This design comes from an exercise in tuning for small area, a short achievable clock period and few clock cycles per item on the open sky130 flow, not from production work.
The RTL was checked by simulation tests, not by an equivalence proof against the original design.
No activity file was given, so power comes from the tool's default toggle rates.

==> design/flow/design.v <==
package rgb_to_yuv_encoder_pkg;
  localparam logic [17:0] U_BASE_ADDRESS   = 18'd38400;
  localparam logic [17:0] V_BASE_ADDRESS   = 18'd57600;
  localparam logic [17:0] RGB_BASE_ADDRESS = 18'd146944;
endpackage
module y_calc_tree(input [7:0] r, input [7:0] g, input [7:0] b, output [19:0] ha, output [19:0] hb, output c);
  wire t1 = ~r[6] ^ ~r[4]; wire t2 = ~r[6] & ~r[4];
  wire t3 = ~r[7] ^ ~r[5]; wire t4 = ~r[7] & ~r[5];
  wire t5 = ~r[6] ^ r[4]; wire t6 = ~r[6] & r[4];
  wire t7 = ~r[7] ^ r[5]; wire t8 = ~r[7] & r[5];
  wire t9 = ~r[4] ^ ~r[2] ^ r[0]; wire t10 = (~r[4] & ~r[2]) | (~r[4] & r[0]) | (~r[2] & r[0]);
  wire t11 = ~r[5] ^ ~r[3] ^ r[1]; wire t12 = (~r[5] & ~r[3]) | (~r[5] & r[1]) | (~r[3] & r[1]);
  wire t13 = ~g[4] ^ g[2]; wire t14 = ~g[4] & g[2];
  wire t15 = t1 ^ r[2] ^ ~r[0]; wire t16 = (t1 & r[2]) | (t1 & ~r[0]) | (r[2] & ~r[0]);
  wire t17 = ~g[5] ^ g[3] ^ ~b[6]; wire t18 = (~g[5] & g[3]) | (~g[5] & ~b[6]) | (g[3] & ~b[6]);
  wire t19 = ~b[3] ^ b[1]; wire t20 = ~b[3] & b[1];
  wire t21 = t2 ^ t3 ^ r[3]; wire t22 = (t2 & t3) | (t2 & r[3]) | (t3 & r[3]);
  wire t23 = ~r[1] ^ ~g[6] ^ g[4]; wire t24 = (~r[1] & ~g[6]) | (~r[1] & g[4]) | (~g[6] & g[4]);
  wire t25 = ~b[7] ^ ~b[4] ^ b[2]; wire t26 = (~b[7] & ~b[4]) | (~b[7] & b[2]) | (~b[4] & b[2]);
  wire t27 = t4 ^ t5 ^ ~r[2]; wire t28 = (t4 & t5) | (t4 & ~r[2]) | (t5 & ~r[2]);
  wire t29 = ~g[7] ^ g[5] ^ g[0]; wire t30 = (~g[7] & g[5]) | (~g[7] & g[0]) | (g[5] & g[0]);
  wire t31 = ~b[5] ^ b[3] ^ b[0]; wire t32 = (~b[5] & b[3]) | (~b[5] & b[0]) | (b[3] & b[0]);
  wire t33 = t6 ^ t7 ^ ~r[3]; wire t34 = (t6 & t7) | (t6 & ~r[3]) | (t7 & ~r[3]);
  wire t35 = r[0] ^ g[6] ^ g[1]; wire t36 = (r[0] & g[6]) | (r[0] & g[1]) | (g[6] & g[1]);
  wire t37 = ~b[6] ^ b[4] ^ b[1]; wire t38 = (~b[6] & b[4]) | (~b[6] & b[1]) | (b[4] & b[1]);
  wire t39 = t8 ^ r[6] ^ ~r[4]; wire t40 = (t8 & r[6]) | (t8 & ~r[4]) | (r[6] & ~r[4]);
  wire t41 = r[1] ^ g[7] ^ g[2]; wire t42 = (r[1] & g[7]) | (r[1] & g[2]) | (g[7] & g[2]);
  wire t43 = ~b[7] ^ b[5] ^ b[2]; wire t44 = (~b[7] & b[5]) | (~b[7] & b[2]) | (b[5] & b[2]);
  wire t45 = r[7] ^ ~r[5] ^ r[2]; wire t46 = (r[7] & ~r[5]) | (r[7] & r[2]) | (~r[5] & r[2]);
  wire t47 = g[3] ^ b[6] ^ b[3]; wire t48 = (g[3] & b[6]) | (g[3] & b[3]) | (b[6] & b[3]);
  wire t49 = ~b[0] ^ 1'b1; wire t50 = ~b[0] & 1'b1;
  wire t51 = ~r[6] ^ r[3] ^ g[4]; wire t52 = (~r[6] & r[3]) | (~r[6] & g[4]) | (r[3] & g[4]);
  wire t53 = b[7] ^ b[4] ^ ~b[1]; wire t54 = (b[7] & b[4]) | (b[7] & ~b[1]) | (b[4] & ~b[1]);
  wire t55 = ~r[7] ^ r[4] ^ g[5]; wire t56 = (~r[7] & r[4]) | (~r[7] & g[5]) | (r[4] & g[5]);
  wire t57 = b[5] ^ ~b[2]; wire t58 = b[5] & ~b[2];
  wire t59 = r[5] ^ r[0] ^ g[6]; wire t60 = (r[5] & r[0]) | (r[5] & g[6]) | (r[0] & g[6]);
  wire t61 = r[6] ^ r[1] ^ g[7]; wire t62 = (r[6] & r[1]) | (r[6] & g[7]) | (r[1] & g[7]);
  wire t63 = ~r[3] ^ ~r[1] ^ ~g[2]; wire t64 = (~r[3] & ~r[1]) | (~r[3] & ~g[2]) | (~r[1] & ~g[2]);
  wire t65 = t9 ^ ~g[3] ^ g[1]; wire t66 = (t9 & ~g[3]) | (t9 & g[1]) | (~g[3] & g[1]);
  wire t67 = ~b[4] ^ ~b[1]; wire t68 = ~b[4] & ~b[1];
  wire t69 = t10 ^ t11 ^ t13; wire t70 = (t10 & t11) | (t10 & t13) | (t11 & t13);
  wire t71 = ~b[5] ^ ~b[2] ^ b[0]; wire t72 = (~b[5] & ~b[2]) | (~b[5] & b[0]) | (~b[2] & b[0]);
  wire t73 = t12 ^ t14 ^ t15; wire t74 = (t12 & t14) | (t12 & t15) | (t14 & t15);
  wire t75 = t17 ^ t19 ^ 1'b1; wire t76 = (t17 & t19) | (t17 & 1'b1) | (t19 & 1'b1);
  wire t77 = t16 ^ t18 ^ t20; wire t78 = (t16 & t18) | (t16 & t20) | (t18 & t20);
  wire t79 = t21 ^ t23 ^ t25; wire t80 = (t21 & t23) | (t21 & t25) | (t23 & t25);
  wire t81 = t22 ^ t24 ^ t26; wire t82 = (t22 & t24) | (t22 & t26) | (t24 & t26);
  wire t83 = t27 ^ t29 ^ t31; wire t84 = (t27 & t29) | (t27 & t31) | (t29 & t31);
  wire t85 = t28 ^ t30 ^ t32; wire t86 = (t28 & t30) | (t28 & t32) | (t30 & t32);
  wire t87 = t33 ^ t35 ^ t37; wire t88 = (t33 & t35) | (t33 & t37) | (t35 & t37);
  wire t89 = t34 ^ t36 ^ t38; wire t90 = (t34 & t36) | (t34 & t38) | (t36 & t38);
  wire t91 = t39 ^ t41 ^ t43; wire t92 = (t39 & t41) | (t39 & t43) | (t41 & t43);
  wire t93 = t40 ^ t42 ^ t44; wire t94 = (t40 & t42) | (t40 & t44) | (t42 & t44);
  wire t95 = t45 ^ t47 ^ t49; wire t96 = (t45 & t47) | (t45 & t49) | (t47 & t49);
  wire t97 = t46 ^ t48 ^ t50; wire t98 = (t46 & t48) | (t46 & t50) | (t48 & t50);
  wire t99 = t51 ^ t53 ^ 1'b1; wire t100 = (t51 & t53) | (t51 & 1'b1) | (t53 & 1'b1);
  wire t101 = t52 ^ t54 ^ t55; wire t102 = (t52 & t54) | (t52 & t55) | (t54 & t55);
  wire t103 = t57 ^ b[0] ^ 1'b1; wire t104 = (t57 & b[0]) | (t57 & 1'b1) | (b[0] & 1'b1);
  wire t105 = t56 ^ t58 ^ t59; wire t106 = (t56 & t58) | (t56 & t59) | (t58 & t59);
  wire t107 = b[6] ^ ~b[3] ^ b[1]; wire t108 = (b[6] & ~b[3]) | (b[6] & b[1]) | (~b[3] & b[1]);
  wire t109 = t60 ^ t61 ^ g[0]; wire t110 = (t60 & t61) | (t60 & g[0]) | (t61 & g[0]);
  wire t111 = b[7] ^ ~b[4] ^ b[2]; wire t112 = (b[7] & ~b[4]) | (b[7] & b[2]) | (~b[4] & b[2]);
  wire t113 = t62 ^ r[7] ^ r[2]; wire t114 = (t62 & r[7]) | (t62 & r[2]) | (r[7] & r[2]);
  wire t115 = g[1] ^ ~b[5] ^ b[3]; wire t116 = (g[1] & ~b[5]) | (g[1] & b[3]) | (~b[5] & b[3]);
  wire t117 = r[3] ^ g[2] ^ ~b[6]; wire t118 = (r[3] & g[2]) | (r[3] & ~b[6]) | (g[2] & ~b[6]);
  wire t119 = r[4] ^ g[3]; wire t120 = r[4] & g[3];
  wire t121 = r[5] ^ g[4]; wire t122 = r[5] & g[4];
  wire t123 = ~r[2] ^ ~r[0]; wire t124 = ~r[2] & ~r[0];
  wire t125 = t63 ^ g[0] ^ ~b[3]; wire t126 = (t63 & g[0]) | (t63 & ~b[3]) | (g[0] & ~b[3]);
  wire t127 = t64 ^ t65 ^ t67; wire t128 = (t64 & t65) | (t64 & t67) | (t65 & t67);
  wire t129 = t66 ^ t68 ^ t69; wire t130 = (t66 & t68) | (t66 & t69) | (t68 & t69);
  wire t131 = t70 ^ t72 ^ t73; wire t132 = (t70 & t72) | (t70 & t73) | (t72 & t73);
  wire t133 = t74 ^ t76 ^ t77; wire t134 = (t74 & t76) | (t74 & t77) | (t76 & t77);
  wire t135 = t78 ^ t80 ^ t81; wire t136 = (t78 & t80) | (t78 & t81) | (t80 & t81);
  wire t137 = t82 ^ t84 ^ t85; wire t138 = (t82 & t84) | (t82 & t85) | (t84 & t85);
  wire t139 = t86 ^ t88 ^ t89; wire t140 = (t86 & t88) | (t86 & t89) | (t88 & t89);
  wire t141 = t90 ^ t92 ^ t93; wire t142 = (t90 & t92) | (t90 & t93) | (t92 & t93);
  wire t143 = t94 ^ t96 ^ t97; wire t144 = (t94 & t96) | (t94 & t97) | (t96 & t97);
  wire t145 = t98 ^ t100 ^ t101; wire t146 = (t98 & t100) | (t98 & t101) | (t100 & t101);
  wire t147 = t102 ^ t104 ^ t105; wire t148 = (t102 & t104) | (t102 & t105) | (t104 & t105);
  wire t149 = t106 ^ t108 ^ t109; wire t150 = (t106 & t108) | (t106 & t109) | (t108 & t109);
  wire t151 = t110 ^ t112 ^ t113; wire t152 = (t110 & t112) | (t110 & t113) | (t112 & t113);
  wire t153 = t114 ^ t116 ^ t117; wire t154 = (t114 & t116) | (t114 & t117) | (t116 & t117);
  wire t155 = t118 ^ t119 ^ ~b[7]; wire t156 = (t118 & t119) | (t118 & ~b[7]) | (t119 & ~b[7]);
  wire t157 = t120 ^ t121 ^ b[6]; wire t158 = (t120 & t121) | (t120 & b[6]) | (t121 & b[6]);
  wire t159 = t122 ^ r[6] ^ g[5]; wire t160 = (t122 & r[6]) | (t122 & g[5]) | (r[6] & g[5]);
  wire t161 = ~r[1] ^ ~g[0]; wire t162 = ~r[1] & ~g[0];
  wire t163 = t123 ^ ~g[1] ^ ~b[2]; wire t164 = (t123 & ~g[1]) | (t123 & ~b[2]) | (~g[1] & ~b[2]);
  wire t165 = t124 ^ t125 ^ ~b[0]; wire t166 = (t124 & t125) | (t124 & ~b[0]) | (t125 & ~b[0]);
  wire t167 = t126 ^ t127 ^ 1'b1; wire t168 = (t126 & t127) | (t126 & 1'b1) | (t127 & 1'b1);
  wire t169 = t128 ^ t129 ^ t71; wire t170 = (t128 & t129) | (t128 & t71) | (t129 & t71);
  wire t171 = t130 ^ t131 ^ t75; wire t172 = (t130 & t131) | (t130 & t75) | (t131 & t75);
  wire t173 = t132 ^ t133 ^ t79; wire t174 = (t132 & t133) | (t132 & t79) | (t133 & t79);
  wire t175 = t134 ^ t135 ^ t83; wire t176 = (t134 & t135) | (t134 & t83) | (t135 & t83);
  wire t177 = t136 ^ t137 ^ t87; wire t178 = (t136 & t137) | (t136 & t87) | (t137 & t87);
  wire t179 = t138 ^ t139 ^ t91; wire t180 = (t138 & t139) | (t138 & t91) | (t139 & t91);
  wire t181 = t140 ^ t141 ^ t95; wire t182 = (t140 & t141) | (t140 & t95) | (t141 & t95);
  wire t183 = t142 ^ t143 ^ t99; wire t184 = (t142 & t143) | (t142 & t99) | (t143 & t99);
  wire t185 = t144 ^ t145 ^ t103; wire t186 = (t144 & t145) | (t144 & t103) | (t145 & t103);
  wire t187 = t146 ^ t147 ^ t107; wire t188 = (t146 & t147) | (t146 & t107) | (t147 & t107);
  wire t189 = t148 ^ t149 ^ t111; wire t190 = (t148 & t149) | (t148 & t111) | (t149 & t111);
  wire t191 = t150 ^ t151 ^ t115; wire t192 = (t150 & t151) | (t150 & t115) | (t151 & t115);
  wire t193 = t152 ^ t153 ^ b[4]; wire t194 = (t152 & t153) | (t152 & b[4]) | (t153 & b[4]);
  wire t195 = t154 ^ t155 ^ b[5]; wire t196 = (t154 & t155) | (t154 & b[5]) | (t155 & b[5]);
  wire t197 = t156 ^ t157 ^ 1'b1; wire t198 = (t156 & t157) | (t156 & 1'b1) | (t157 & 1'b1);
  wire t199 = t158 ^ t159 ^ b[7]; wire t200 = (t158 & t159) | (t158 & b[7]) | (t159 & b[7]);
  wire t201 = t160 ^ r[7] ^ g[6]; wire t202 = (t160 & r[7]) | (t160 & g[6]) | (r[7] & g[6]);
  wire [23:0] ra = {1'b0, t202, t200, t198, t196, t194, t192, t190, t188, t186, t184, t182, t180, t178, t176, t174, t172, t170, t168, t166, t164, t162, t161, ~r[0]};
  wire [23:0] rb = {1'b0, g[7], t201, t199, t197, t195, t193, t191, t189, t187, t185, t183, t181, t179, t177, t175, t173, t171, t169, t167, t165, t163, ~b[1], ~b[0]};
  wire [4:0] low = {1'b0, ra[3:0]} + {1'b0, rb[3:0]};
  assign c = low[4];
  assign ha = ra[23:4];
  assign hb = rb[23:4];
endmodule
module y_calc_add(input [19:0] ha, input [19:0] hb, input c, output [7:0] o);
  wire [13:0] low = {1'b0, ha[11:0], c} + {1'b0, hb[11:0], c};
  wire [8:0] high = {ha[19:12], low[13]} + {hb[19:12], low[13]};
  assign o = high[8:1];
endmodule
module uv_calc_tree(input [9:0] x, input [9:0] y, input [9:0] w, input m, output [16:0] ha, output [16:0] hb, output c);
  wire t1 = x[4] ^ ~x[0]; wire t2 = x[4] & ~x[0];
  wire t3 = x[5] ^ ~x[1] ^ y[3]; wire t4 = (x[5] & ~x[1]) | (x[5] & y[3]) | (~x[1] & y[3]);
  wire t5 = x[6] ^ ~x[2] ^ x[0]; wire t6 = (x[6] & ~x[2]) | (x[6] & x[0]) | (~x[2] & x[0]);
  wire t7 = y[4] ^ ~w[7]; wire t8 = y[4] & ~w[7];
  wire t9 = x[7] ^ ~x[3] ^ x[1]; wire t10 = (x[7] & ~x[3]) | (x[7] & x[1]) | (~x[3] & x[1]);
  wire t11 = y[5] ^ ~w[8]; wire t12 = y[5] & ~w[8];
  wire t13 = x[8] ^ ~x[4] ^ x[2]; wire t14 = (x[8] & ~x[4]) | (x[8] & x[2]) | (~x[4] & x[2]);
  wire t15 = y[6] ^ w[9] ^ ~w[7]; wire t16 = (y[6] & w[9]) | (y[6] & ~w[7]) | (w[9] & ~w[7]);
  wire t17 = ~w[4] ^ w[0]; wire t18 = ~w[4] & w[0];
  wire t19 = ~x[9] ^ ~x[5] ^ x[3]; wire t20 = (~x[9] & ~x[5]) | (~x[9] & x[3]) | (~x[5] & x[3]);
  wire t21 = y[7] ^ ~y[0] ^ ~w[8]; wire t22 = (y[7] & ~y[0]) | (y[7] & ~w[8]) | (~y[0] & ~w[8]);
  wire t23 = ~w[5] ^ w[1] ^ ~m; wire t24 = (~w[5] & w[1]) | (~w[5] & ~m) | (w[1] & ~m);
  wire t25 = ~x[6] ^ x[4] ^ y[8]; wire t26 = (~x[6] & x[4]) | (~x[6] & y[8]) | (x[4] & y[8]);
  wire t27 = ~y[1] ^ w[9] ^ ~w[6]; wire t28 = (~y[1] & w[9]) | (~y[1] & ~w[6]) | (w[9] & ~w[6]);
  wire t29 = w[2] ^ w[0]; wire t30 = w[2] & w[0];
  wire t31 = ~x[7] ^ x[5] ^ ~x[0]; wire t32 = (~x[7] & x[5]) | (~x[7] & ~x[0]) | (x[5] & ~x[0]);
  wire t33 = ~y[9] ^ ~y[2] ^ ~w[7]; wire t34 = (~y[9] & ~y[2]) | (~y[9] & ~w[7]) | (~y[2] & ~w[7]);
  wire t35 = w[3] ^ w[1] ^ ~m; wire t36 = (w[3] & w[1]) | (w[3] & ~m) | (w[1] & ~m);
  wire t37 = ~x[8] ^ x[6] ^ ~x[1]; wire t38 = (~x[8] & x[6]) | (~x[8] & ~x[1]) | (x[6] & ~x[1]);
  wire t39 = ~y[3] ^ y[0] ^ ~w[8]; wire t40 = (~y[3] & y[0]) | (~y[3] & ~w[8]) | (y[0] & ~w[8]);
  wire t41 = w[4] ^ w[2] ^ ~m; wire t42 = (w[4] & w[2]) | (w[4] & ~m) | (w[2] & ~m);
  wire t43 = x[9] ^ x[7] ^ ~x[2]; wire t44 = (x[9] & x[7]) | (x[9] & ~x[2]) | (x[7] & ~x[2]);
  wire t45 = ~y[4] ^ y[1] ^ w[9]; wire t46 = (~y[4] & y[1]) | (~y[4] & w[9]) | (y[1] & w[9]);
  wire t47 = w[5] ^ w[3] ^ ~m; wire t48 = (w[5] & w[3]) | (w[5] & ~m) | (w[3] & ~m);
  wire t49 = x[8] ^ ~x[3] ^ x[0]; wire t50 = (x[8] & ~x[3]) | (x[8] & x[0]) | (~x[3] & x[0]);
  wire t51 = ~y[5] ^ y[2] ^ w[6]; wire t52 = (~y[5] & y[2]) | (~y[5] & w[6]) | (y[2] & w[6]);
  wire t53 = ~x[9] ^ ~x[4] ^ x[1]; wire t54 = (~x[9] & ~x[4]) | (~x[9] & x[1]) | (~x[4] & x[1]);
  wire t55 = ~y[6] ^ y[3] ^ w[7]; wire t56 = (~y[6] & y[3]) | (~y[6] & w[7]) | (y[3] & w[7]);
  wire t57 = ~x[5] ^ x[2] ^ ~y[7]; wire t58 = (~x[5] & x[2]) | (~x[5] & ~y[7]) | (x[2] & ~y[7]);
  wire t59 = y[4] ^ w[8]; wire t60 = y[4] & w[8];
  wire t61 = ~x[6] ^ x[3] ^ ~y[8]; wire t62 = (~x[6] & x[3]) | (~x[6] & ~y[8]) | (x[3] & ~y[8]);
  wire t63 = y[5] ^ ~w[9]; wire t64 = y[5] & ~w[9];
  wire t65 = ~x[7] ^ x[4]; wire t66 = ~x[7] & x[4];
  wire t67 = x[2] ^ y[0]; wire t68 = x[2] & y[0];
  wire t69 = x[3] ^ y[1]; wire t70 = x[3] & y[1];
  wire t71 = t1 ^ y[2] ^ ~w[5]; wire t72 = (t1 & y[2]) | (t1 & ~w[5]) | (y[2] & ~w[5]);
  wire t73 = ~w[3] ^ ~w[0]; wire t74 = ~w[3] & ~w[0];
  wire t75 = t2 ^ t3 ^ ~w[6]; wire t76 = (t2 & t3) | (t2 & ~w[6]) | (t3 & ~w[6]);
  wire t77 = ~w[4] ^ ~w[1] ^ ~m; wire t78 = (~w[4] & ~w[1]) | (~w[4] & ~m) | (~w[1] & ~m);
  wire t79 = t4 ^ t5 ^ t7; wire t80 = (t4 & t5) | (t4 & t7) | (t5 & t7);
  wire t81 = ~w[5] ^ ~w[2] ^ m; wire t82 = (~w[5] & ~w[2]) | (~w[5] & m) | (~w[2] & m);
  wire t83 = t6 ^ t8 ^ t9; wire t84 = (t6 & t8) | (t6 & t9) | (t8 & t9);
  wire t85 = t11 ^ ~w[6] ^ ~w[3]; wire t86 = (t11 & ~w[6]) | (t11 & ~w[3]) | (~w[6] & ~w[3]);
  wire t87 = t10 ^ t12 ^ t13; wire t88 = (t10 & t12) | (t10 & t13) | (t12 & t13);
  wire t89 = t15 ^ t17 ^ 1'b1; wire t90 = (t15 & t17) | (t15 & 1'b1) | (t17 & 1'b1);
  wire t91 = t14 ^ t16 ^ t18; wire t92 = (t14 & t16) | (t14 & t18) | (t16 & t18);
  wire t93 = t19 ^ t21 ^ t23; wire t94 = (t19 & t21) | (t19 & t23) | (t21 & t23);
  wire t95 = t20 ^ t22 ^ t24; wire t96 = (t20 & t22) | (t20 & t24) | (t22 & t24);
  wire t97 = t25 ^ t27 ^ t29; wire t98 = (t25 & t27) | (t25 & t29) | (t27 & t29);
  wire t99 = t26 ^ t28 ^ t30; wire t100 = (t26 & t28) | (t26 & t30) | (t28 & t30);
  wire t101 = t31 ^ t33 ^ t35; wire t102 = (t31 & t33) | (t31 & t35) | (t33 & t35);
  wire t103 = t32 ^ t34 ^ t36; wire t104 = (t32 & t34) | (t32 & t36) | (t34 & t36);
  wire t105 = t37 ^ t39 ^ t41; wire t106 = (t37 & t39) | (t37 & t41) | (t39 & t41);
  wire t107 = t38 ^ t40 ^ t42; wire t108 = (t38 & t40) | (t38 & t42) | (t40 & t42);
  wire t109 = t43 ^ t45 ^ t47; wire t110 = (t43 & t45) | (t43 & t47) | (t45 & t47);
  wire t111 = t44 ^ t46 ^ t48; wire t112 = (t44 & t46) | (t44 & t48) | (t46 & t48);
  wire t113 = t49 ^ t51 ^ w[4]; wire t114 = (t49 & t51) | (t49 & w[4]) | (t51 & w[4]);
  wire t115 = t50 ^ t52 ^ t53; wire t116 = (t50 & t52) | (t50 & t53) | (t52 & t53);
  wire t117 = t55 ^ w[5] ^ ~m; wire t118 = (t55 & w[5]) | (t55 & ~m) | (w[5] & ~m);
  wire t119 = t54 ^ t56 ^ t57; wire t120 = (t54 & t56) | (t54 & t57) | (t56 & t57);
  wire t121 = t59 ^ w[6] ^ ~m; wire t122 = (t59 & w[6]) | (t59 & ~m) | (w[6] & ~m);
  wire t123 = t58 ^ t60 ^ t61; wire t124 = (t58 & t60) | (t58 & t61) | (t60 & t61);
  wire t125 = t63 ^ w[7] ^ m; wire t126 = (t63 & w[7]) | (t63 & m) | (w[7] & m);
  wire t127 = t62 ^ t64 ^ t65; wire t128 = (t62 & t64) | (t62 & t65) | (t64 & t65);
  wire t129 = y[9] ^ y[6] ^ w[8]; wire t130 = (y[9] & y[6]) | (y[9] & w[8]) | (y[6] & w[8]);
  wire t131 = t66 ^ ~x[8] ^ x[5]; wire t132 = (t66 & ~x[8]) | (t66 & x[5]) | (~x[8] & x[5]);
  wire t133 = y[7] ^ ~w[9]; wire t134 = y[7] & ~w[9];
  wire t135 = x[9] ^ x[6]; wire t136 = x[9] & x[6];
  wire t137 = x[1] ^ ~w[2]; wire t138 = x[1] & ~w[2];
  wire t139 = t67 ^ ~w[3] ^ ~w[1]; wire t140 = (t67 & ~w[3]) | (t67 & ~w[1]) | (~w[3] & ~w[1]);
  wire t141 = t68 ^ t69 ^ ~w[4]; wire t142 = (t68 & t69) | (t68 & ~w[4]) | (t69 & ~w[4]);
  wire t143 = t70 ^ t71 ^ t73; wire t144 = (t70 & t71) | (t70 & t73) | (t71 & t73);
  wire t145 = t72 ^ t74 ^ t75; wire t146 = (t72 & t74) | (t72 & t75) | (t74 & t75);
  wire t147 = t76 ^ t78 ^ t79; wire t148 = (t76 & t78) | (t76 & t79) | (t78 & t79);
  wire t149 = t80 ^ t82 ^ t83; wire t150 = (t80 & t82) | (t80 & t83) | (t82 & t83);
  wire t151 = t84 ^ t86 ^ t87; wire t152 = (t84 & t86) | (t84 & t87) | (t86 & t87);
  wire t153 = t88 ^ t90 ^ t91; wire t154 = (t88 & t90) | (t88 & t91) | (t90 & t91);
  wire t155 = t92 ^ t94 ^ t95; wire t156 = (t92 & t94) | (t92 & t95) | (t94 & t95);
  wire t157 = t96 ^ t98 ^ t99; wire t158 = (t96 & t98) | (t96 & t99) | (t98 & t99);
  wire t159 = t100 ^ t102 ^ t103; wire t160 = (t100 & t102) | (t100 & t103) | (t102 & t103);
  wire t161 = t104 ^ t106 ^ t107; wire t162 = (t104 & t106) | (t104 & t107) | (t106 & t107);
  wire t163 = t108 ^ t110 ^ t111; wire t164 = (t108 & t110) | (t108 & t111) | (t110 & t111);
  wire t165 = t112 ^ t114 ^ t115; wire t166 = (t112 & t114) | (t112 & t115) | (t114 & t115);
  wire t167 = t116 ^ t118 ^ t119; wire t168 = (t116 & t118) | (t116 & t119) | (t118 & t119);
  wire t169 = t120 ^ t122 ^ t123; wire t170 = (t120 & t122) | (t120 & t123) | (t122 & t123);
  wire t171 = t124 ^ t126 ^ t127; wire t172 = (t124 & t126) | (t124 & t127) | (t126 & t127);
  wire t173 = t128 ^ t130 ^ t131; wire t174 = (t128 & t130) | (t128 & t131) | (t130 & t131);
  wire t175 = t132 ^ t134 ^ t135; wire t176 = (t132 & t134) | (t132 & t135) | (t134 & t135);
  wire t177 = t136 ^ x[7]; wire t178 = t136 & x[7];
  wire t179 = x[0] ^ ~w[1]; wire t180 = x[0] & ~w[1];
  wire t181 = t137 ^ ~w[0] ^ 1'b1; wire t182 = (t137 & ~w[0]) | (t137 & 1'b1) | (~w[0] & 1'b1);
  wire t183 = t138 ^ t139 ^ m; wire t184 = (t138 & t139) | (t138 & m) | (t139 & m);
  wire t185 = t140 ^ t141 ^ ~w[2]; wire t186 = (t140 & t141) | (t140 & ~w[2]) | (t141 & ~w[2]);
  wire t187 = t142 ^ t143 ^ m; wire t188 = (t142 & t143) | (t142 & m) | (t143 & m);
  wire t189 = t144 ^ t145 ^ t77; wire t190 = (t144 & t145) | (t144 & t77) | (t145 & t77);
  wire t191 = t146 ^ t147 ^ t81; wire t192 = (t146 & t147) | (t146 & t81) | (t147 & t81);
  wire t193 = t148 ^ t149 ^ t85; wire t194 = (t148 & t149) | (t148 & t85) | (t149 & t85);
  wire t195 = t150 ^ t151 ^ t89; wire t196 = (t150 & t151) | (t150 & t89) | (t151 & t89);
  wire t197 = t152 ^ t153 ^ t93; wire t198 = (t152 & t153) | (t152 & t93) | (t153 & t93);
  wire t199 = t154 ^ t155 ^ t97; wire t200 = (t154 & t155) | (t154 & t97) | (t155 & t97);
  wire t201 = t156 ^ t157 ^ t101; wire t202 = (t156 & t157) | (t156 & t101) | (t157 & t101);
  wire t203 = t158 ^ t159 ^ t105; wire t204 = (t158 & t159) | (t158 & t105) | (t159 & t105);
  wire t205 = t160 ^ t161 ^ t109; wire t206 = (t160 & t161) | (t160 & t109) | (t161 & t109);
  wire t207 = t162 ^ t163 ^ t113; wire t208 = (t162 & t163) | (t162 & t113) | (t163 & t113);
  wire t209 = t164 ^ t165 ^ t117; wire t210 = (t164 & t165) | (t164 & t117) | (t165 & t117);
  wire t211 = t166 ^ t167 ^ t121; wire t212 = (t166 & t167) | (t166 & t121) | (t167 & t121);
  wire t213 = t168 ^ t169 ^ t125; wire t214 = (t168 & t169) | (t168 & t125) | (t169 & t125);
  wire t215 = t170 ^ t171 ^ t129; wire t216 = (t170 & t171) | (t170 & t129) | (t171 & t129);
  wire t217 = t172 ^ t173 ^ t133; wire t218 = (t172 & t173) | (t172 & t133) | (t173 & t133);
  wire t219 = t174 ^ t175 ^ y[8]; wire t220 = (t174 & t175) | (t174 & y[8]) | (t175 & y[8]);
  wire t221 = t176 ^ t177 ^ ~y[9]; wire t222 = (t176 & t177) | (t176 & ~y[9]) | (t177 & ~y[9]);
  wire t223 = t178 ^ x[8] ^ 1'b1; wire t224 = (t178 & x[8]) | (t178 & 1'b1) | (x[8] & 1'b1);
  wire t225 = ~x[9] ^ 1'b1; wire t226 = ~x[9] & 1'b1;
  wire [24:0] ra = {t224, t222, t220, t218, t216, t214, t212, t210, t208, t206, t204, t202, t200, t198, t196, t194, t192, t190, t188, t186, t184, t182, t180, t179, ~w[0]};
  wire [24:0] rb = {t225, t223, t221, t219, t217, t215, t213, t211, t209, t207, t205, t203, t201, t199, t197, t195, t193, t191, t189, t187, t185, t183, t181, m, 1'b1};
  wire [8:0] low = {1'b0, ra[7:0]} + {1'b0, rb[7:0]};
  assign c = low[8];
  assign ha = ra[24:8];
  assign hb = rb[24:8];
endmodule
module uv_calc_add(input [16:0] ha, input [16:0] hb, input c, output [7:0] o);
  wire [10:0] low = {1'b0, ha[8:0], c} + {1'b0, hb[8:0], c};
  wire [8:0] high = {ha[16:9], low[10]} + {hb[16:9], low[10]};
  assign o = high[8:1];
endmodule
import rgb_to_yuv_encoder_pkg::*;
module rgb_to_yuv_encoder
#(
  parameter int NUM_GROUPS = 19200
) (
  input  logic        CLOCK_50_I,
  input  logic        reset,
  input  logic        enable,
  input  logic [15:0] SRAM_read_data,
  output logic [17:0] SRAM_address,
  output logic [15:0] SRAM_write_data,
  output logic        SRAM_we_n,
  output logic        done
);
  localparam logic [14:0] LAST_GROUP = 15'(NUM_GROUPS - 1);
  logic        run_q;         
  logic        done_q;
  logic        we_n_q;
  logic        wr_ok_q;       
  logic [3:0]  slot_q;
  logic [17:0] rp_q;          
  logic [14:0] wg_q;          
  logic [17:0] addr_q;
  logic [15:0] din_q, d1_q, d2_q;     
  logic        first_q;               
  logic [19:0] ya_q, yb_q;            
  logic        yc_q;
  logic        swap_q;                
  logic [9:0]  cx_q, cy_q;            
  logic        cm_q;                  
  logic [16:0] ua_q, ub_q;            
  logic        uc_q;
  logic [7:0]  hu_q, hv_q;            
  logic [15:0] wd_q;                  
  logic [7:0]  pr, pg, pb;
  logic [19:0] ya, yb;
  logic        yc;
  logic [7:0]  y_new;
  assign pr = first_q ? d1_q[15:8]  : d1_q[7:0];
  assign pg = first_q ? d1_q[7:0]   : din_q[15:8];
  assign pb = first_q ? din_q[15:8] : din_q[7:0];
  y_calc_tree u_yt (.r(pr), .g(pg), .b(pb), .ha(ya), .hb(yb), .c(yc));
  y_calc_add  u_ya (.ha(ya_q), .hb(yb_q), .c(yc_q), .o(y_new));
  logic [8:0]  rs, gs, bs;
  logic [9:0]  f1, f2;
  logic [16:0] ua, ub;
  logic        uc;
  logic [7:0]  uv_new;
  assign rs = {1'b0, d2_q[15:8]} + {1'b0, d1_q[7:0]};
  assign gs = {1'b0, d2_q[7:0]}  + {1'b0, din_q[15:8]};
  assign bs = {1'b0, d1_q[15:8]} + {1'b0, din_q[7:0]};
  assign f1 = {1'b0, bs} - {1'b0, gs};
  assign f2 = {1'b0, gs} - {1'b0, rs};
  uv_calc_tree u_uvt (.x(cx_q), .y(cy_q), .w(cy_q ^ {10{cm_q}}), .m(cm_q), .ha(ua), .hb(ub), .c(uc));
  uv_calc_add  u_uva (.ha(ua_q), .hb(ub_q), .c(uc_q), .o(uv_new));
  logic [17:0] u_addr, v_addr;
  logic        rd_next;       
  logic        last_write;
  assign u_addr = U_BASE_ADDRESS + {3'd0, wg_q};
  assign v_addr = V_BASE_ADDRESS + {3'd0, wg_q};
  assign rd_next = (slot_q == 4'd9) || (slot_q == 4'd0) || (slot_q == 4'd1) ||
                   (slot_q == 4'd5) || (slot_q == 4'd6) || (slot_q == 4'd7);
  assign last_write = (slot_q == 4'd5) && (wg_q == LAST_GROUP);
  always_ff @(posedge CLOCK_50_I) begin
    din_q <= SRAM_read_data;
    d1_q  <= din_q;
    d2_q  <= d1_q;
    first_q <= (slot_q == 4'd3) || (slot_q == 4'd9);
    ya_q    <= ya;
    yb_q    <= yb;
    yc_q    <= yc;
    swap_q <= (slot_q == 4'd5) || (slot_q == 4'd1);
    if (swap_q) begin
      cx_q <= ~cy_q; cy_q <= ~cx_q; cm_q <= 1'b1;
    end else begin
      cx_q <= f1;    cy_q <= f2;    cm_q <= 1'b0;
    end
    ua_q <= ua;
    ub_q <= ub;
    uc_q <= uc;
    if (slot_q == 4'd7) hu_q <= uv_new;
    if (slot_q == 4'd8) hv_q <= uv_new;
    case (slot_q)
      4'd5, 4'd1: wd_q[15:8] <= y_new;
      4'd3:       wd_q[15:8] <= hu_q;
      4'd4:       wd_q[15:8] <= hv_q;
      default: ;
    endcase
    case (slot_q)
      4'd6, 4'd2: wd_q[7:0] <= y_new;
      4'd3, 4'd4: wd_q[7:0] <= uv_new;
      default: ;
    endcase
    if (run_q) begin
      slot_q  <= (slot_q == 4'd9) ? 4'd0 : slot_q + 4'd1;
      wr_ok_q <= wr_ok_q | (slot_q == 4'd9);
      wg_q    <= wg_q + {14'd0, slot_q == 4'd5};
      rp_q    <= rp_q + {17'd0, rd_next};
      case (slot_q)
        4'd8:    addr_q <= {2'd0, wg_q, 1'b0};
        4'd2:    addr_q <= {2'd0, wg_q, 1'b1};
        4'd3:    addr_q <= u_addr;
        4'd4:    addr_q <= v_addr;
        default: addr_q <= rp_q;
      endcase
    end else begin
      slot_q  <= 4'd0;
      wr_ok_q <= 1'b0;
      wg_q    <= '1;
      rp_q    <= RGB_BASE_ADDRESS + 18'd1;
      addr_q  <= RGB_BASE_ADDRESS;
    end
    if (reset) begin
      run_q  <= 1'b0;
      done_q <= 1'b0;
      we_n_q <= 1'b1;
    end else if (!run_q) begin
      we_n_q <= 1'b1;
      if (done_q) done_q <= enable;
      else        run_q  <= enable;
    end else begin
      case (slot_q)
        4'd8:             we_n_q <= 1'b0;
        4'd2, 4'd3, 4'd4: we_n_q <= ~wr_ok_q;
        default:          we_n_q <= 1'b1;
      endcase
      if (last_write) begin
        run_q  <= 1'b0;
        done_q <= 1'b1;
      end
    end
  end
  assign SRAM_address    = addr_q;
  assign SRAM_write_data = wd_q;
  assign SRAM_we_n       = we_n_q;
  assign done            = done_q;
endmodule
==> design/flow/flow/run.sh <==
#!/bin/bash
# The standard layout (standard synthesis, floorplan, placement, CTS, routing) with the
# resizer's setup-repair target tightened: repair_timing aims for this much positive slack
# against the unchanged 12 ns constraint, so it sizes and buffers the critical paths.
# The SDC, clock period, I/O delays and every other setting stay the standard flow's.
set -uo pipefail
bash standard.sh SETUP_SLACK_MARGIN=8.5 finish > standard.log 2>&1
==> design/flow/standard.sh <==
#!/bin/bash
# synth_recipe.tcl (not shown) runs the flow's synth.tcl, then flattens the netlist and writes it again
# the make line also repeats each setting of config.mk as NAME=value (left out here)
make -C /OpenROAD-flow-scripts/flow DESIGN_CONFIG=/design/flow/config.mk WORK_HOME=/design/flow/orfs CLKGATE_MAP_FILE= SYNTH_SCRIPT=/design/flow/synth_recipe.tcl "${@:-finish}"
==> design/flow/config.mk <==
export PLATFORM = sky130hd
export DESIGN_NAME = rgb_to_yuv_encoder
export DESIGN_NICKNAME = rgb_to_yuv_encoder
export VERILOG_FILES = /design/flow/design.v
export SDC_FILE = /design/flow/constraint.sdc
export NUM_CORES = 4
export LEC_CHECK = 0
export CAP_MARGIN = 20
export CORE_MARGIN = 2
export CORE_UTILIZATION = 40
export CTS_CLUSTER_DIAMETER = 140
export CTS_CLUSTER_SIZE = 28
export SLEW_MARGIN = 20
==> design/flow/constraint.sdc <==
create_clock -name core_clock -period 12.0 [get_ports {CLOCK_50_I}]
set_input_delay 2.4000 -clock core_clock [delete_from_list [all_inputs] [get_ports {CLOCK_50_I}]]
set_output_delay 2.4000 -clock core_clock [all_outputs]
set_load 0.01 [all_outputs]
==> summary.txt, run 1 <==
HP Class=reg -> reg; synth top area cells=dfxtp_1 (27%), fa_1 (24%), ha_1 (9.9%), inv_1 (7.7%), edfxtp_1 (6.3%); vias in the first global route=10300; I/O pin total=55; grt peak-use layer=met2; Max Slew Vio Count=0; Initial Util=0.406; Slew @ Worst Pin=0.993 ns; Required @ worst endpoint=9.60 ns; register area share after synthesis=0.331; ys async rst share=0; P per Cell Area=298 nW/um^2; Synth Flop Type=dfxtp_1; total gr overflow=0; share of cells above drive strength 1=0.0783; register bit total from synthesis=236; largest family of logic cells by synthesized area=adder cells; met1 Use GR=0.237; area grow syn2layout=10.8%; warnings from Yosys=1; Syn Area/Cell=10.5 sq um; root buffer cell=clkbuf_16; Post-Syn Area=15200 sq um; CP max stage delay=0.31 ns; Setup TNS Final=0 ns; drt total wl=32300 um; mux contribution to synthesized area=0.0215; Core Util, Final=0.449; CP arrival=1.05 ns; RePlAce Congestion=0.932; Post-Synth Simple-Gate Area=0.0774; Post-synth EDFFs=32; total power=5.04 mW; H-Tree Depth=1; M2 GR Usage=0.288; RSZ-0062 raised after global routing=yes; Top delay family on crit path=flip-flops; Worst Setup Slack, final=8.55 ns; VDD IR max=0.181 mV; critical path's slowest cell=dfxtp_1; core area=37600 sq um; Critical Path Sink Type=output pin; CTS Sinks=236; Max Root-Sink Buffers=3; adder-cell area share of the yosys netlist=0.344; XOR/XNOR Fraction of Synth Area=0.0397; mean number of vias per cell=4.85; Synthesized Nets=1777; port buffer count=54; Crit path buffers/inverters=1; startpoint types=flop; Hold Fails Final Rpt=0; initial antenna violation count=0; outcome=complete, no violations; area leader, netlist=dfxtp_1; area fraction of the dominant cell type after synthesis=0.268; critical-path cell list=dlygate4sd2_1; DRT Pass-1 Iters=6; Max Cap Viol=0; Die Area=39700 sq um; first-pass GRT wire length=53300 um; Tmin final=3.45 ns; Skew-Pair Late Insertion Delay=0.50 ns; pin count of the biggest net entering global routing=34; gr usage total=0.171; DP HPWL=26200 um; Post-Synthesis Cells=1451; met3 Use GR=0.0150; maximum fanout along the worst path=1; CTS tree=yes; Vias=9724; Leak=7.68 nW; Max transition margin=0.337; die width=199 um; Setup Slack @ Placement=8.30 ns; Nets=1819; remaining antenna violation count after routing=0; fin crit share=0.288; skew final=0.0255 ns; hold_buf cts=0; Clock transition at path regs=0.10 ns; final hold slack=0.359 ns; CTS buffer count=12; Cell variety after synth=76; WL/cell=16.1 um; Row Count=71; Final setup violation count=0; Worst Path Class, Setup=reg -> out; # diodes=0; Remaining DRCs=0; DRT iter0 DRCs=553; fmax=0.290 GHz; compound-cell area share of the yosys netlist=0.0984; Die Ht=199 um
-- state kept, by name, summed over array words and instances, names as in the netlist, 4 cells and up --
| register | cells |
|---|---|
| ua_q | 17 |
| d2_q | 16 |
| cx_q | 10 |
| wg_q | 15 |
| rp_q | 18 |
| wd_q | 16 |
| d1_q | 16 |
| cy_q | 10 |
| yb_q | 19 |
| ya_q | 19 |
| addr_q | 18 |
| slot_q | 4 |
| hv_q | 8 |
| din_q | 16 |
| hu_q | 8 |
| ub_q | 17 |
-- power breakdown --
part / switching [mW] / total, mW / internal [mW]
combinational: 1.91 / 3.29 / 1.38
sequential: 0.152 / 1.28 / 1.13
clock: 0.260 / 0.467 / 0.207
-- cells in the mapped netlist (all sizes together) (22+ instances only) --
| cell | n |
|---|---|
| xnor2 | 40 |
| nand2 | 73 |
| dfxtp | 204 |
| inv | 314 |
| xor2 | 29 |
| edfxtp | 32 |
| fa | 186 |
| clkbuf | 22 |
| nand3 | 22 |
| o21ai | 45 |
| ha | 121 |
| a21oi | 61 |
| mux2i | 26 |
| nor2 | 40 |
-- metal layers --
layer	routed length (um)	share of wire
met3	844	0.026
met4	736	0.023
met1	15400	0.48
met5	0	0
met2	15200	0.47
-- logic make-up after synthesis --
family	after synthesis
buffers and inverters	352
adder cells (fa/ha/maj)	307
flip-flops	236
AO/OA/AOI/OAI	228
AND/OR/NAND/NOR	227
XOR/XNOR	69
multiplexers	32
-- what timing repair did --
item | 4_1_cts | 5_1_grt
gates cloned | 0 | 1
gates resized for setup | 101 | 64
pin swaps | 2 | 7
setup buffers | 1 | 3
setup endpoints to repair | 62 | 55
-- area by class of cell --
| class | count | area [sq um] |
|---|---|---|
| clock inverters | 1 | 16.3 |
| flip-flops and latches | 236 | 5060 |
| inverters | 314 | 1180 |
| multi-input cells | 863 | 9070 |
| fillers | 3493 | 20700 |
| well taps | 511 | 639 |
| clock buffers | 15 | 343 |
| repair buffers | 66 | 578 |
-- cells in the final DEF, fill, tap and decap left out, drive strengths merged, types with 21 or more instances in the layout --
cell | netlist | final
a21o | 21 | 21
a21oi | 61 | 61
buf | 16 | 26
dfxtp | 204 | 204
edfxtp | 32 | 32
fa | 186 | 186
ha | 121 | 121
inv | 314 | 315
mux2i | 26 | 26
nand2 | 73 | 73
nand3 | 22 | 22
nor2 | 40 | 40
o21ai | 45 | 45
xnor2 | 40 | 40
xor2 | 29 | 29
-- stage by stage --
step / instances / area (sq um)
finish: 2006 / 16900
global route: 2006 / 16900
CTS: 2002 / 16700
detailed placement: 1985 / 16300
global placement: 1985 / 16300
floorplan: 1451 / 15300
-- final timing paths --
check                                start  cells after the start  slack (ns)          endpoint
worst min-delay path              din_q[5]                      0        0.36           d1_q[5]
worst max register to register     first_q                      9        8.63           yb_q[4]
worst max-delay path            addr_q[12]                      1        8.55  SRAM_address[12]
worst min register to register    din_q[5]                      0        0.36           d1_q[5]
Testbench counts, summed over its fixed seeds: cycles 1,536,068, frames 8.
==> run 2, diff against run 1 <==
--- a/design/flow/config.mk
+++ b/design/flow/config.mk
@@ -8,6 +8,6 @@
 export CAP_MARGIN = 20
 export CORE_MARGIN = 2
-export CORE_UTILIZATION = 40
-export CTS_CLUSTER_DIAMETER = 140
-export CTS_CLUSTER_SIZE = 28
+export CORE_UTILIZATION = 48
+export CTS_CLUSTER_DIAMETER = 120
+export CTS_CLUSTER_SIZE = 24
 export SLEW_MARGIN = 20
==> run 2 against run 1 <==
  * Register-to-register slack got worse by 0.09 ns
  * Total power grew 1.1%
  * Highest routed layer unchanged
  * Critical endpoint is now uc_q
  * Utilization is 8.8 points higher
  * Worst hold slack better by 0.020 ns
==> summary.txt, run 2 <==
outcome=complete, no violations; fin crit share=0.288 (+0.000522); gr usage total=0.202 (+0.0317); Cell variety after synth=76 (unchanged); total power=5.09 mW (+1.1%); RePlAce Congestion=0.892 (-4.3%); Design Area, Final=16900 sq um (-0.19%); most frequent cell after synthesis=inv_1; CP Launch Point=cy_q[7]; area leader, netlist=dfxtp_1; Leak=7.73 nW (+0.71%); remaining antenna violation count after routing=0 (unchanged); fmax=0.289 GHz (-0.18%); register bit total from synthesis=236 (unchanged); hold_buf cts=0 (unchanged); Post-synth top cells=inv_1 (314), dfxtp_1 (204), fa_1 (186), ha_1 (121), nand2_1 (72); critical path's slowest cell=dfxtp_1; synth top area cells=dfxtp_1 (27%), fa_1 (24%), ha_1 (9.9%), inv_1 (7.7%), edfxtp_1 (6.3%); Synthesized Nets=1777 (unchanged); Setup TNS Final=0 ns (unchanged); grt peak-use layer=met2; Pint=2.76 mW (+1.6%); Top delay family on crit path=adder cells; WL/cell=17.0 um (+5.9%); fillers=2824 (-19%); Post-Synthesis Cells=1451 (unchanged); HP Class=reg -> reg; pin count of the biggest net entering global routing=62 (+82%); Die Ht=182 um (-8.5%); Row Count=65 (-8.5%); CTS Sinks=236 (unchanged); DRT iter0 DRCs=659 (+19%); CP arrival=3.85 ns (+2.80 ns); Worst Path Class, Setup=reg -> reg; clock share of power=0.102 (+0.009); NetSw=2.34 mW (+0.54%); worst reg2reg path startpoint=cy_q[7]; CTS buffer count=14 (+2); initial antenna violation count=0 (unchanged); register share of total power=0.250 (-0.005); area fraction of the dominant cell type after synthesis=0.268 (unchanged); Final setup violation count=0 (unchanged); P per Cell Area=302 nW/um^2 (+1.3%); DRT Pass-1 Iters=5 (-1); Max Root-Sink Buffers=3 (unchanged); Post-synth EDFFs=32 (unchanged); warnings from Yosys=1 (unchanged); Syn Area/Cell=10.5 sq um (unchanged); drt total wl=32400 um (+0.59%); share of cells above drive strength 1=0.0758 (-0.00241); Die Area=33200 sq um (-16%); DP HPWL=25700 um (-1.7%); # diodes=0 (unchanged); most common cell after layout, fill and taps aside=inv_1; CP max stage delay=0.53 ns (+0.22 ns); Max Slew Vio Count=0 (unchanged); Clock transition at path regs=0.10 ns (about the same); Required @ worst endpoint=12.39 ns (+2.79 ns); CTS tree=yes; port buffer count=54 (unchanged); Comb power frac=0.648 (-0.005); Max transition margin=0.354 (+0.0174); M2 GR Usage=0.316 (+0.0282); Hold Fails Final Rpt=0 (unchanged); total gr overflow=0 (unchanged); root buffer cell=clkbuf_16; area of placed instances=16200 sq um (-0.84%); critical-path cell list=xor2_1 > inv_1 > ha_1 > fa_1 > inv_1 > fa_1 > fa_1 > inv_1 > ha_1 > a21oi_1 > nand2_1; Critical Path Sink Type=flop; Initial Util=0.485 (+0.0799); most frequent cells in the layout=inv_1 (311), dfxtp_1 (198), fa_1 (185); register area share after synthesis=0.331 (unchanged); core area=31400 sq um (-16%); RSZ-0062 raised after global routing=yes; die width=182 um (-8.5%); area grow syn2layout=10.6%; skew final=0.0193 ns (-0.00622 ns); final hold slack=0.379 ns (+0.0198 ns); Crit path buffers/inverters=3 (+2); I/O pin total=55 (unchanged); startpoint types=flop; H-Tree Depth=1 (unchanged); Vias=9799 (+0.77%); Post-Syn Area=15200 sq um (unchanged); mean number of vias per cell=5.14 (+6.1%); Skew-Pair Late Insertion Delay=0.49 ns (about the same); switching share of power=0.459 (-0.00259); Worst Min Path Start=din_q[5]; biggest regs=ya_q x19, yb_q x19; vias in the first global route=10200 (-0.49%); Synth Flop Type=dfxtp_1; Remaining DRCs=0 (unchanged); met3 Use GR=0.0214 (+0.00633); Max Cap Viol=0 (unchanged); Nets=1825 (+0.33%); Slew @ Worst Pin=0.968 ns (-0.0253 ns); VDD IR max=0.348 mV (+92%); Tmin final=3.46 ns (+0.00626 ns); first-pass GRT wire length=53500 um (+0.26%); met1 Use GR=0.300 (+0.0632); maximum fanout along the worst path=6 (+5); ys async rst share=0 (unchanged)
[run 2: cell types whose count changed in the layout (fill, tap and decap cells not counted), moves of 3 or more]
| cell | previous run | this run |
|---|---|---|
| clkbuf_16 | 14 | 18 |
| dlygate4sd2_1 | 1 | 5 |
| buf_4 | 9 | 12 |
| dfxtp_1 | 195 | 198 |
| dfxtp_2 | 8 | 4 |
| clkbuf_2 | 4 | 1 |
[run 2: kinds of logic after synthesis]
| logic type | after synthesis | share of synthesized area |
|---|---|---|
| compound gates | 228 | 0.0984 |
| buf+inv | 352 | 0.0882 |
| xor+xnor | 69 | 0.0397 |
| mux | 32 | 0.0215 |
| flops | 236 | 0.331 |
| fa+ha+maj | 307 | 0.344 |
| simple gates | 227 | 0.0774 |
[run 2: area by class of cell]
type | instances | area [sq um] | area share
multi-input combinational | 863 | 9050 | 0.537
sequential | 236 | 5060 | 0.300
inverter | 314 | 1180 | 0.0699
timing repair buffer | 70 | 628 | 0.0373
tap | 402 | 503 | 0.0298
clock buffer | 18 | 408 | 0.0242
clock inverter | 2 | 32.5 | 0.00193
[run 2: final timing paths]
| check | end | slack, ns | cells after the start |
|---|---|---|---|
| setup / recovery | uc_q | 8.54 | 11 |
| hold / removal | d1_q[5] | 0.38 | 0 |
| setup reg to reg | uc_q | 8.54 | 11 |
| hold reg to reg | d1_q[5] | 0.38 | 0 |
[run 2: power by group through the flow]
stage / clock, mW / combinational, mW / sequential, mW
global placement: 0 / 3.22 / 1.29
finish: 0.517 / 3.30 / 1.28
global route: 0.561 / 3.99 / 1.30
CTS: 0.536 / 3.36 / 1.28
floorplan: 0 / 2.40 / 1.24
detailed placement: 0 / 3.34 / 1.30
[run 2: metrics by stage]
step	util	worst slack [ns]	instances
6_report	0.537	8.54	1905
5_1_grt	0.537	8.40	1905
4_1_cts	0.530	8.32	1898
3_5_place_dp	0.516	7.99	1876
3_3_place_gp	0.516	8.00	1876
2_1_floorplan	-	8.50	1451
[run 2: what timing repair did]
action / in CTS / in global routing
pin swaps: 2 / 6
cloned: 0 / 2
gates resized for setup: 104 / 44
setup endpoints to repair: 82 / 51
setup buffers: 2 / 5
[run 2: routing by layer]
layer	share of wire	wire, um	up-vias
met4	0.029	936	0
met2	0.44	14200	186
met3	0.034	1100	58
met5	0	0	-
li1	-	-	4735
met1	0.50	16200	4820
==> run 3, diff against run 2 <==
--- a/design/flow/config.mk
+++ b/design/flow/config.mk
@@ -8,5 +8,5 @@
 export CAP_MARGIN = 20
 export CORE_MARGIN = 2
-export CORE_UTILIZATION = 48
+export CORE_UTILIZATION = 40
 export CTS_CLUSTER_DIAMETER = 120
 export CTS_CLUSTER_SIZE = 24
==> run 3 against run 2 <==
  * Still clean on timing, DRC and antenna
  * Utilization is 8.8 points lower
  * Maximum frequency about the same
  * Global-route usage decreased by 3.1 points
==> summary.txt, run 3 <==
biggest regs=ya_q x19, yb_q x19; CTS tree=yes; outcome=complete, no violations; VDD IR max=0.182 mV (-48%); total power=5.08 mW (-0.31%); r2r setup slk=8.62 ns (+0.08 ns); area of placed instances=16300 sq um (+0.84%); Skew-Pair Late Insertion Delay=0.50 ns (about the same); Clock transition at path regs=0.10 ns (about the same); Required @ worst endpoint=9.60 ns (-2.79 ns); Cell variety after synth=76 (unchanged); pin count of the biggest net entering global routing=34 (-45%); area grow syn2layout=10.8%; DRT Pass-1 Iters=5 (unchanged); Worst Path Class, Setup=reg -> out; Max Slew Vio Count=0 (unchanged); critical path endpoint=SRAM_write_data[10]; I/O pin total=55 (unchanged); first-pass GRT wire length=53500 um (+0.12%); startpoint types=flop; DRT iter0 DRCs=506 (-23%); Setup Slack @ Placement=8.30 ns (+0.313 ns); most common cell after layout, fill and taps aside=inv_1; CTS Sinks=236 (unchanged); Top delay family on crit path=flip-flops; drt total wl=32400 um (-0.17%); final hold slack=0.359 ns (-0.0201 ns); Post-synth EDFFs=32 (unchanged); Row Count=71 (+9.2%); CP arrival=1.06 ns (-2.79 ns); CP Launch Point=wd_q[10]; worst reg2reg path startpoint=first_q; ys async rst share=0 (unchanged); HP Class=reg -> reg; critical-path cell list=clkbuf_2; Die Area=39700 sq um (+20%); fin crit share=0.288 (about the same); area leader, netlist=dfxtp_1; root buffer cell=clkbuf_16; Vias=9720 (-0.81%); total gr overflow=0 (unchanged); most frequent cell after synthesis=inv_1; dpl cells=1985 (+5.8%); register area share after synthesis=0.331 (unchanged); Leak=7.70 nW (-0.40%); Hold Fails Final Rpt=0 (unchanged); CP max stage delay=0.41 ns (-0.12 ns); register bit total from synthesis=236 (unchanged); Worst Setup Slack, final=8.54 ns (-0.000410 ns); Non-Filler Instances=2008 (+5.4%); P per Cell Area=301 nW/um^2 (-0.44%); share of cells above drive strength 1=0.0795 (+0.00364); Synth Flop Type=dfxtp_1; RSZ-0062 raised after global routing=yes; synth top area cells=dfxtp_1 (27%), fa_1 (24%), ha_1 (9.9%), inv_1 (7.7%), edfxtp_1 (6.3%); met3 Use GR=0.0176 (-0.00380); Syn Area/Cell=10.5 sq um (unchanged); vias in the first global route=10300 (+0.51%); warnings from Yosys=1 (unchanged); Die Ht=199 um (+9.3%); fillers=3506 (+24%); Tmin final=3.46 ns (+0.000410 ns); Nets=1819 (-0.33%); maximum fanout along the worst path=1 (-5); CTS buffer count=14 (unchanged); H-Tree Depth=1 (unchanged); most frequent cells in the layout=inv_1 (312), dfxtp_1 (195), fa_1 (184); Worst R2R Path Depth=9 (-2); Core Util, Final=0.449 (-0.0878); DP HPWL=26200 um (+1.7%); Post-Synthesis Cells=1451 (unchanged); Remaining DRCs=0 (unchanged); fmax=0.289 GHz (about the same); initial antenna violation count=0 (unchanged); Design Area, Final=16900 sq um (+0.13%); die width=199 um (+9.3%); skew final=0.0315 ns (+0.0122 ns); area fraction of the dominant cell type after synthesis=0.268 (unchanged); Max Root-Sink Buffers=3 (unchanged); Slew @ Worst Pin=0.977 ns (+0.00950 ns); Final setup violation count=0 (unchanged); critical path's slowest cell=edfxtp_1; Post-Syn Area=15200 sq um (unchanged); Synthesized Nets=1777 (unchanged); Max Cap Viol=0 (unchanged); M2 GR Usage=0.289 (-0.0275); Post-synth top cells=inv_1 (314), dfxtp_1 (204), fa_1 (186), ha_1 (121), nand2_1 (72); Max transition margin=0.348 (-0.00686); Crit path buffers/inverters=1 (-2); RePlAce Congestion=0.932 (+4.5%); met1 Use GR=0.237 (-0.0625); port buffer count=54 (unchanged); mean number of vias per cell=4.84 (-5.9%); Setup TNS Final=0 ns (unchanged); remaining antenna violation count after routing=0 (unchanged); # diodes=0 (unchanged); Critical Path Sink Type=output pin; hold path depth=0 (unchanged); reg-to-reg endpoint=yb_q[4]; grt peak-use layer=met2; WL/cell=16.1 um (-5.3%); core area=37600 sq um (+20%); Crit. path cell count=1 (-10); gr usage total=0.171 (-0.0312); Initial Util=0.406 (-0.0799)
-- run 3: cell families after synthesis --
logic type | count (synthesis) | share of synthesized area
AO/OA/AOI/OAI | 228 | 0.0984
XOR/XNOR | 69 | 0.0397
adder cells (fa/ha/maj) | 307 | 0.344
buffers and inverters | 352 | 0.0882
flip-flops | 236 | 0.331
multiplexers | 32 | 0.0215
AND/OR/NAND/NOR | 227 | 0.0774
-- run 3: timing repair --
action / in CTS / in global routing
endpoints found under the setup margin: 63 / 53
cloned: 0 / 1
buffers inserted: 1 / 1
hold endpoints to repair: 0 / 0
hold buffers: 0 / 0
pin swaps: 2 / 5
gates resized for setup: 111 / 57
-- run 3: worst min path at each step --
| stage | startpoint | end | slack, ns |
|---|---|---|---|
| after floorplan | din_q[5] | d1_q[5] | 0.33 |
| after global placement | din_q[5] | d1_q[5] | 0.34 |
| after detailed placement | din_q[5] | d1_q[5] | 0.34 |
| after CTS | din_q[5] | d1_q[5] | 0.36 |
| after global routing | din_q[5] | d1_q[5] | 0.37 |
| final | din_q[5] | d1_q[5] | 0.36 |
-- run 3: power by group --
part           switching [mW]  leakage [nW]  internal (mW)
logic                    1.92          5.50           1.37
registers               0.151          1.99           1.13
clock network           0.275         0.205          0.234
-- run 3: area by class of cell --
cell class / instances / area [sq um] / area share
Sequential cell: 236 / 5060 / 0.300
Multi-Input combinational cell: 863 / 9050 / 0.536
Clock inverter: 3 / 33.8 / 0.00200
Inverter: 314 / 1180 / 0.0698
Clock buffer: 17 / 383 / 0.0227
Timing Repair Buffer: 64 / 533 / 0.0316
Tap cell: 511 / 639 / 0.0379
-- run 3: metal layers --
metal	up-vias	part of all wire
met5	-	0
met4	0	0.021
met3	40	0.032
met2	162	0.47
met1	4801	0.48
li1	4717	-
==> run 4, diff against run 3 <==
--- a/design/flow/config.mk
+++ b/design/flow/config.mk
@@ -9,4 +9,5 @@
 export CORE_MARGIN = 2
 export CORE_UTILIZATION = 40
+export CTS_BUF_LIST = sky130_fd_sc_hd__clkbuf_16 sky130_fd_sc_hd__clkbuf_8
 export CTS_CLUSTER_DIAMETER = 120
 export CTS_CLUSTER_SIZE = 24
==> run 4 against run 3 <==
  * Largest cell class unchanged
  * Final cell count did not move
  * Utilization did not move
  * Synthesized cell count did not move
  * Critical path type unchanged
  * Non-clock buffer count did not move
  * Sequential share of layout area did not move
  * Worst hold slack did not move
  * Critical path depth did not move
  * Combinational power barely moved
  * Via count fell by 0.12%
  * First-iteration DRC count fell by 0.99%
  * Critical endpoint unchanged
  * Synthesized area did not move
==> summary.txt, run 4 <==
outcome=complete, no violations; Slew @ Worst Pin=0.969 ns (-0.00866 ns); P per Cell Area=301 nW/um^2 (about the same); clock share of power=0.100 (about the same); Skew-Pair Late Insertion Delay=0.50 ns (about the same); DRT iter0 DRCs=501 (-0.99%); switching share of power=0.461 (about the same); hold_buf cts=0 (unchanged); pin count of the biggest net entering global routing=34 (unchanged); Worst Path Class, Setup=reg -> out; most common cell after layout, fill and taps aside=inv_1; Vias=9708 (-0.12%); Clock transition at path regs=0.10 ns (about the same); Post-synth top cells=inv_1 (314), dfxtp_1 (204), fa_1 (186), ha_1 (121), nand2_1 (72); area grow syn2layout=10.8% (unchanged); die width=199 um (unchanged); WL/cell=16.1 um (-0.14%); Remaining DRCs=0 (unchanged); Tmin final=3.46 ns (+0.000420 ns); H-Tree Depth=1 (unchanged); Crit path buffers/inverters=1 (unchanged); Comb power frac=0.647 (about the same); critical-path cell list=clkbuf_2; XOR/XNOR Fraction of Synth Area=0.0397 (unchanged); Post-Syn Area=15200 sq um (unchanged); port buffer count=54 (unchanged); total gr overflow=0 (unchanged); area leader, netlist=dfxtp_1; startpoint types=flop; hold path depth=0 (unchanged); remaining antenna violation count after routing=0 (unchanged); most frequent cell after synthesis=inv_1; biggest regs=ya_q x19, yb_q x19; first-pass GRT wire length=53500 um (unchanged); Nets=1819 (unchanged); Initial Util=0.406 (unchanged); Worst R2R Path Depth=9 (unchanged); Synth Flop Type=dfxtp_1; Critical Path Sink Type=output pin; register area share after synthesis=0.331 (unchanged); register bit total from synthesis=236 (unchanged); root buffer cell=clkbuf_16; DRT Pass-1 Iters=6 (+1); HP Class=reg -> reg; fmax=0.289 GHz (about the same); vias in the first global route=10300 (+0.029%); synth top area cells=dfxtp_1 (27%), fa_1 (24%), ha_1 (9.9%), inv_1 (7.7%), edfxtp_1 (6.3%); fin crit share=0.288 (about the same); ys async rst share=0 (unchanged); Setup Slack @ Placement=8.30 ns (unchanged); CTS buffer count=14 (unchanged); adder-cell area share of the yosys netlist=0.344 (unchanged); register share of total power=0.253 (about the same); DP HPWL=26200 um (unchanged); # diodes=0 (unchanged); Max transition margin=0.353 (+0.00578); Synthesized Nets=1777 (unchanged); VDD IR max=0.182 mV (unchanged); Hold Fails Final Rpt=0 (unchanged); Max Root-Sink Buffers=3 (unchanged); Final setup violation count=0 (unchanged); RePlAce Congestion=0.932 (unchanged); Max Slew Vio Count=0 (unchanged); skew final=0.0319 ns (+0.000415 ns); compound-cell area share of the yosys netlist=0.0984 (unchanged); I/O pin total=55 (unchanged); mux contribution to synthesized area=0.0215 (unchanged); Required @ worst endpoint=9.60 ns (about the same); critical path's slowest cell=edfxtp_1; RSZ-0062 raised after global routing=yes; CP max stage delay=0.41 ns (about the same); largest family of logic cells by synthesized area=adder cells; CP arrival=1.06 ns (about the same); gr usage total=0.171 (unchanged); Worst Setup Slack, final=8.54 ns (-0.000420 ns); maximum fanout along the worst path=1 (unchanged); Setup TNS Final=0 ns (unchanged); drt total wl=32300 um (-0.14%); share of cells above drive strength 1=0.0795 (unchanged); CTS Sinks=236 (unchanged); Syn Area/Cell=10.5 sq um (unchanged); Cell variety after synth=76 (unchanged); Max Cap Viol=0 (unchanged); Top delay family on crit path=flip-flops; Post-synth EDFFs=32 (unchanged); Die Ht=199 um (unchanged); core area=37600 sq um (unchanged); Die Area=39700 sq um (unchanged); Row Count=71 (unchanged); Post-Synth Simple-Gate Area=0.0774 (unchanged); warnings from Yosys=1 (unchanged); initial antenna violation count=0 (unchanged); area fraction of the dominant cell type after synthesis=0.268 (unchanged); mean number of vias per cell=4.83 (-0.12%); most frequent cells in the layout=inv_1 (314), dfxtp_1 (195), fa_1 (184); NetSw=2.34 mW (about the same); Leak=7.71 nW (+0.11%); CTS tree=yes; Pint=2.73 mW (about the same); Crit. path cell count=1 (unchanged); Post-Synthesis Cells=1451 (unchanged)
==> run 4: changes by cell type in the layout (fill, tap and decap cells not counted) <==
cell,before,now
clkbuf_1,2,0
inv_1,312,314
==> run 4: worst reg2reg max path: cells and delay by family (launching register included) <==
| family | cells | cell delay, ns |
|---|---|---|
| adder cells (fa/ha/maj) | 5 | 2.21 |
| buffers and inverters | 3 | 0.29 |
| flip-flops | 1 | 0.39 |
| multiplexers | 1 | 0.35 |
==> run 4: timing repair <==
item	4_1_cts	5_1_grt
resized for setup	111	57
endpoints found under the setup margin	63	53
pin swaps	2	5
buffers inserted	1	1
cloned	0	1
hold endpoints to repair	0	0
==> run 4: metal layers <==
layer | global-route usage | share of wire | wire [um]
met2 | 0.289 | 0.47 | 15200
met1 | 0.237 | 0.48 | 15400
met5 | 0 | 0 | 0
met3 | 0.0176 | 0.032 | 1020
met4 | 0.0401 | 0.021 | 679
==> run 4: worst paths after layout <==
kind	start	end	slack [ns]
min	din_q[5]	d1_q[5]	0.36
max	wd_q[10]	SRAM_write_data[10]	8.54
max reg2reg	first_q	yb_q[4]	8.63
min reg2reg	din_q[5]	d1_q[5]	0.36
==> run 4: layout make-up <==
type | count | area (sq um)
Tap cell | 511 | 639
Timing Repair Buffer | 64 | 533
Clock inverter | 5 | 41.3
Fill cell | 3506 | 20700
Clock buffer | 15 | 375
Sequential cell | 236 | 5060
Inverter | 314 | 1180
Multi-Input combinational cell | 863 | 9050
==> run 4: logic make-up (layout without fill, tap and decap cells) <==
kind of cell	Yosys count	count (layout)
buffers and inverters	352	398
adder cells (fa/ha/maj)	307	307
flip-flops	236	236
AO/OA/AOI/OAI	228	228
AND/OR/NAND/NOR	227	227
XOR/XNOR	69	69
multiplexers	32	32
==> run 4: power by group through the flow <==
stage	Sequential (mW)	Combinational [mW]	Clock (mW)
6_report	1.28	3.28	0.508
4_1_cts	1.28	3.35	0.531
5_1_grt	1.30	3.92	0.559
3_3_place_gp	1.30	3.19	0
2_1_floorplan	1.24	2.40	0
3_5_place_dp	1.30	3.34	0
==> run 4: through the flow <==
stage          cells  power, mW  hold slack, ns  utilization  instance area [sq um]
2_1_floorplan   1451       3.64           0.331            -                  15300
3_3_place_gp    1985       4.49           0.339        0.434                  16300
3_5_place_dp    1985       4.64           0.342        0.434                  16300
4_1_cts         2006       5.16           0.359        0.445                  16700
5_1_grt         2008       5.78           0.366        0.449                  16900
6_report        2008       5.07           0.359        0.449                  16900

[what the ideal ports hide]
No port has a modelled driver above. Below, the same layouts with a new extraction and two added sets of constraints.
Step 1: set_driving_cell puts a clkbuf_16 on CLOCK_50_I and a buf_2 on each other input, an assumption about the parent block.
Step 2 also shifts input and output timing later by t, the mid clock arrival at the registers, as if the neighbouring blocks saw the same clock.
a / b / c = ideal ports / drivers / drivers and shift; a / b = the first two.
run	t (ns)	setup slack, ns	worst setup path after step 2	clock arrival spread, ns	worst slew at a driven data input, ns
run 1	0.536	8.546 / 8.494 / 8.483	input to register	0.025 / 0.025	0.03
run 2	0.533	8.540 / 8.493 / 8.513	input to register	0.019 / 0.020	0.03
run 3	0.534	8.539 / 8.492 / 8.496	input to register	0.031 / 0.031	0.03
run 4	0.535	8.539 / 8.492 / 8.496	input to register	0.032 / 0.032	0.03
After both steps every run listed still meets setup and hold. For run 1, which loses most, drivers alone change the setup slack by -0.052 ns; drivers and shift together by -0.063 ns.
